This is an optimization exercise on Yosys and OpenROAD, whose aim is small area and a short achievable clock period, not a production implementation.
Function was checked by simulation only, so behaviour that the tests miss may differ from the original.
No activity file was given, so power comes from the tool's default toggle rates.

==> flow/design.v <==
package sdr_pkg;
   localparam int SAMPLE_W   = 8;
   localparam int FIFO_DEPTH = 512;
   localparam int STAT_W     = 16;
   typedef logic [SAMPLE_W-1:0] sample_t;
endpackage
module fifo_ram #(
   parameter int DEPTH = 512,
   parameter int WIDTH = 8,
   parameter int NB    = 16
) (
   input  logic                                   clk,
   input  logic                                   i_we,
   input  logic                                   i_push,
   input  logic [$clog2(DEPTH)-1:0]               i_waddr,
   input  logic [NB-1:0]                          i_wlo,
   input  logic [DEPTH/NB-1:0]                    i_whi,
   input  logic [WIDTH-1:0]                       i_wdata,
   input  logic [NB-1:0][$clog2(DEPTH/NB)-1:0]    i_baddr,
   output logic [NB-1:0][WIDTH-1:0]               o_pre
);
   localparam int AW = $clog2(DEPTH);
   localparam int BW = $clog2(NB);
   localparam int RW = AW - BW;
   localparam int NW = DEPTH / NB;         
   logic [WIDTH-1:0] w_word [NB][NW];
   logic [NB-1:0]    w_wlo_push;           
   assign w_wlo_push = i_wlo & {NB{i_push}};
   for (genvar i = 0; i < DEPTH; i++) begin : g_word
      logic             w_sel, w_hold;
      logic [WIDTH-1:0] r_q;
      assign w_sel  = i_wlo[i % NB] & i_whi[i / NB];
      assign w_hold = ~(w_wlo_push[i % NB] & i_whi[i / NB]);
      always_ff @(posedge clk)
         r_q <= (r_q & {WIDTH{w_hold}}) | (i_wdata & {WIDTH{w_sel}});
      assign w_word[i % NB][i / NB] = r_q;
   end
   for (genvar b = 0; b < NB; b++) begin : g_bank
      logic [WIDTH-1:0] w_node [2*NW-1];
      logic [WIDTH-1:0] r_pre;
      logic             w_hit;
      for (genvar k = 0; k < NW; k++) begin : g_leaf
         assign w_node[k] = w_word[b][k];
      end
      for (genvar l = 0; l < RW; l++) begin : g_lvl
         localparam int IN  = 2*NW - (2*NW >> l);
         localparam int OUT = 2*NW - (NW >> l);
         for (genvar j = 0; j < (NW >> (l+1)); j++) begin : g_mux
            assign w_node[OUT+j] = i_baddr[b][l] ? w_node[IN+2*j+1] : w_node[IN+2*j];
         end
      end
      assign w_hit = i_we && i_waddr == {i_baddr[b], BW'(b)};
      always_ff @(posedge clk)
         r_pre <= w_hit ? i_wdata : w_node[2*NW-2];
      assign o_pre[b] = r_pre;
   end
endmodule
module sample_fifo #(
   parameter int DEPTH       = sdr_pkg::FIFO_DEPTH,
   parameter int WIDTH       = sdr_pkg::SAMPLE_W,
   parameter int AFULL_LEVEL = DEPTH - 64
) (
   input  logic                   clk,
   input  logic                   rst_n,
   input  logic [WIDTH-1:0]       wr_data,
   input  logic                   wr_en,
   output logic                   full,
   output logic                   almost_full,
   input  logic                   read,
   output logic [WIDTH-1:0]       sample,
   output logic                   empty,
   output logic [$clog2(DEPTH):0] level,
   input  logic                   i_stats_clr,
   output logic [sdr_pkg::STAT_W-1:0]      o_overflow_cnt,
   output logic [sdr_pkg::STAT_W-1:0]      o_underflow_cnt
);
   localparam int AW = $clog2(DEPTH);
   localparam int LW = AW + 1;
   localparam int NB = 16;                 
   localparam int BW = $clog2(NB);
   localparam int RW = AW - BW;
   localparam int NW = DEPTH / NB;
   function automatic logic [LW-1:0] f_inc(input logic [LW-1:0] x);
      logic c;
      c = 1'b1;
      for (int k = 0; k < LW; k++) begin
         f_inc[k] = x[k] ^ c;
         c        = c & x[k];
      end
   endfunction
   function automatic logic [LW-1:0] f_dec(input logic [LW-1:0] x);
      logic c;
      c = 1'b1;
      for (int k = 0; k < LW; k++) begin
         f_dec[k] = x[k] ^ c;
         c        = c & ~x[k];
      end
   endfunction
   logic [AW-1:0]            r_wr_ptr;
   localparam logic [NB-1:0] WLO0 = NB'(1);
   localparam logic [NW-1:0] WHI0 = NW'(1);
   logic [NB-1:0]            r_wlo_x, w_wlo, w_wlo_nxt;
   logic [NW-1:0]            r_whi_x, w_whi;
   logic [BW-1:0]            r_rd_bank;    
   logic [NB-1:0][RW-1:0]    r_bank_addr;  
   logic [NB-1:0][WIDTH-1:0] w_pre;
   logic [LW-1:0] r_level, r_level_p1, r_level_m1;
   logic          r_empty, r_full, r_afull;
   logic          r_full_i, r_can_rd;      
   logic          w_wr, w_rd, w_up, w_dn, w_empty_nxt, w_full_nxt;
   logic [WIDTH-1:0] r_sample;
   assign w_wr        = wr_en & ~r_full_i;
   assign w_rd        = read & r_can_rd;
   assign w_up        = w_wr & ~w_rd;
   assign w_dn        = w_rd & ~w_wr;
   assign w_empty_nxt = w_up ? 1'b0 : (w_dn ? r_level == LW'(1) : ~r_can_rd);
   assign w_full_nxt  = w_up ? r_level == LW'(DEPTH-1) : (w_dn ? 1'b0 : r_full_i);
   assign w_wlo       = r_wlo_x ^ WLO0;
   assign w_whi       = r_whi_x ^ WHI0;
   assign w_wlo_nxt   = NB'(1) << (w_wr ? r_wr_ptr[BW-1:0] + 1'b1 : r_wr_ptr[BW-1:0]);
   assign level       = r_level;
   assign empty       = r_empty;
   assign full        = r_full;
   assign almost_full = r_afull;
   assign sample      = r_sample;
   always_ff @(posedge clk or negedge rst_n)
      if (!rst_n) begin
         r_wr_ptr    <= '0;
         r_wlo_x     <= '0;
         r_whi_x     <= '0;
         r_rd_bank   <= '0;
         r_level     <= '0;
         r_level_p1  <= LW'(1);
         r_level_m1  <= '1;
         r_empty     <= 1'b1;
         r_full      <= 1'b0;
         r_full_i    <= 1'b0;
         r_can_rd    <= 1'b0;
         r_afull     <= 1'b0;
         r_sample    <= '0;
      end else begin
         if (w_wr) begin
            r_wr_ptr <= r_wr_ptr + 1'b1;
            if (&r_wr_ptr[BW-1:0]) r_whi_x <= {w_whi[NW-2:0], w_whi[NW-1]} ^ WHI0;
         end
         if (w_rd) begin
            r_rd_bank <= r_rd_bank + 1'b1;
            r_sample  <= w_pre[r_rd_bank];
         end
         if (w_up) begin
            r_level    <= r_level_p1;
            r_level_p1 <= f_inc(r_level_p1);
            r_level_m1 <= r_level;
         end else if (w_dn) begin
            r_level    <= r_level_m1;
            r_level_p1 <= r_level;
            r_level_m1 <= f_dec(r_level_m1);
         end
         r_empty  <= w_empty_nxt;
         r_full   <= w_full_nxt;
         r_can_rd <= ~w_empty_nxt;
         r_full_i <= w_up ? r_level_p1 == LW'(DEPTH) : (w_dn ? 1'b0 : r_full_i);
         r_wlo_x  <= (w_wlo_nxt & {NB{~w_full_nxt}}) ^ WLO0;
         r_afull  <= w_up ? r_level >= LW'(AFULL_LEVEL-1) :
                     (w_dn ? r_level >= LW'(AFULL_LEVEL+1) : r_afull);
      end
   for (genvar b = 0; b < NB; b++) begin : g_baddr
      always_ff @(posedge clk or negedge rst_n)
         if (!rst_n) r_bank_addr[b] <= '0;
         else if (w_rd && r_rd_bank == BW'(b)) r_bank_addr[b] <= r_bank_addr[b] + 1'b1;
   end
   fifo_ram #(.DEPTH(DEPTH), .WIDTH(WIDTH), .NB(NB)) u_ram (
      .clk     (clk),
      .i_we    (~r_full_i),
      .i_push  (wr_en),
      .i_waddr (r_wr_ptr),
      .i_wlo   (w_wlo),
      .i_whi   (w_whi),
      .i_wdata (wr_data),
      .i_baddr (r_bank_addr),
      .o_pre   (w_pre)
   );
   logic [sdr_pkg::STAT_W-1:0] r_ovf_cnt, r_udf_cnt;
   always_ff @(posedge clk or negedge rst_n)
      if (!rst_n) begin
         r_ovf_cnt <= '0;
         r_udf_cnt <= '0;
      end else if (i_stats_clr) begin
         r_ovf_cnt <= '0;
         r_udf_cnt <= '0;
      end else begin
         if (wr_en & r_full_i & ~&r_ovf_cnt) r_ovf_cnt <= r_ovf_cnt + 1'b1;
         if (read & ~r_can_rd & ~&r_udf_cnt) r_udf_cnt <= r_udf_cnt + 1'b1;
      end
   assign o_overflow_cnt  = r_ovf_cnt;
   assign o_underflow_cnt = r_udf_cnt;
endmodule
==> flow/config.mk <==
export PLATFORM = sky130hd
export DESIGN_NAME = sample_fifo
export DESIGN_NICKNAME = sample_fifo
export VERILOG_FILES = /design/flow/design.v
export SDC_FILE = /design/flow/constraint.sdc
export NUM_CORES = 4
export LEC_CHECK = 0
export ABC_CLOCK_PERIOD_IN_PS = 2500
export CAP_MARGIN = 20
export CORE_MARGIN = 2
export CORE_UTILIZATION = 62
export CTS_CLUSTER_DIAMETER = 80
export CTS_CLUSTER_SIZE = 30
export SETUP_SLACK_MARGIN = 2.4
export SLEW_MARGIN = 20
export SYNTH_MEMORY_MAX_BITS = 8192
==> flow/constraint.sdc <==
create_clock -name core_clock -period 4.8 [get_ports {clk}]
set_input_delay 0.9600 -clock core_clock [delete_from_list [all_inputs] [get_ports {clk}]]
set_output_delay 0.9600 -clock core_clock [all_outputs]
set_load 0.01 [all_outputs]
standard.sh (not shown) runs the stock make flow with config.mk's settings and CLKGATE_MAP_FILE= SYNTH_SCRIPT=/design/flow/synth_recipe.tcl, a recipe that flattens the netlist after the stock synthesis.
==> flow/flow/run.sh <==
#!/bin/bash
# Layout flow: the standard ORFS flow (standard.sh, unchanged synthesis and
# layout steps), with the port buffers that placement inserts on every input
# and output made plain buffers (sky130_fd_sc_hd__buf_4) instead of the delay
# buffer buffer_ports picks by default, and more rounds of antenna repair after
# detailed routing. The make run's full output goes to flow_standard.log in
# this folder (ORFS also keeps each step's log under orfs/logs).
set -euo pipefail
bash standard.sh "BUFFER_PORTS_ARGS=-buffer_cell sky130_fd_sc_hd__buf_4" \
   MAX_REPAIR_ANTENNAS_ITER_DRT=10 finish > flow_standard.log 2>&1
Then changed:
==> flow/flow/run.sh (replaced) <==
#!/bin/bash
# Layout flow: the standard ORFS flow (standard.sh, unchanged synthesis and
# layout steps), with the port buffers that placement inserts on every input
# and output made plain buffers (sky130_fd_sc_hd__buf_4) instead of the delay
# buffer buffer_ports picks by default. Each make run's full output goes to
# its own log file in this folder.
set -euo pipefail
bash standard.sh "BUFFER_PORTS_ARGS=-buffer_cell sky130_fd_sc_hd__buf_4" finish > flow_standard.log 2>&1
- CORE_UTILIZATION: 62 -> 65
Outcome: With this change the flow finished but fails on antenna rules. Global-route usage went up by 1.2 points. First-iteration DRC count increases by 6.2%. Routed wire length went down by about 1.4%. Die area is lower by 4.6%. Clock power went down by about 3%. Via count increases by 0.40%. Synthesized area does not change. Count of clock-buffer cells in the layout falls by 7.
Then changed:
==> flow/flow/run.sh (replaced) <==
#!/bin/bash
# Layout flow: the standard ORFS flow (standard.sh, unchanged synthesis and
# layout steps), with the port buffers that placement inserts on every input
# and output made plain buffers (sky130_fd_sc_hd__buf_4) instead of the delay
# buffer buffer_ports picks by default, and more rounds of antenna repair after
# detailed routing. The make run's full output goes to flow_standard.log in
# this folder (ORFS also keeps each step's log under orfs/logs).
set -euo pipefail
bash standard.sh "BUFFER_PORTS_ARGS=-buffer_cell sky130_fd_sc_hd__buf_4" \
   MAX_REPAIR_ANTENNAS_ITER_DRT=10 finish > flow_standard.log 2>&1
- SETUP_SLACK_MARGIN: 2.4 -> 2.35
=> With this change the flow passed the timing, DRC and antenna checks; routed wire length goes down by about 1.6%; worst setup slack loses 7.3 ps; die area stays the same; sequential power stays flat; synthesized area does not change; clock skew rises by 15 ps; utilization shrinks by 0.35 points.

-- port drivers added, routing unchanged --
The flow's constraints put no driver on any port. The routed layouts listed below were extracted and timed again, unchanged, in two steps. Step 1: set_driving_cell puts a clkbuf_16 on clk and a buf_2 on each other input, an assumption about the parent block. Step 2 also shifts input and output timing later by t, the mid clock arrival at the registers, as if the neighbouring blocks saw the same clock. Three values: ideal ports, drivers, drivers and shift; two values: the first two.
| run | t, ns | setup WS [ns] | worst register clock-pin slew, ns | pins driven straight from the clock port |
|---|---|---|---|---|
| the first run | 1.054 | 2.048 / 2.048 / 1.293 | 0.12 / 0.12 | 1 |
| the second run | 1.046 | 2.249 / 2.139 / 1.528 | 0.12 / 0.12 | 1 |
| the third run | 1.008 | 2.241 / 2.141 / 1.409 | 0.12 / 0.12 | 1 |
The setup slack of the third run, which loses most, moves by -0.100 ns with the drivers and by -0.832 ns with both steps.
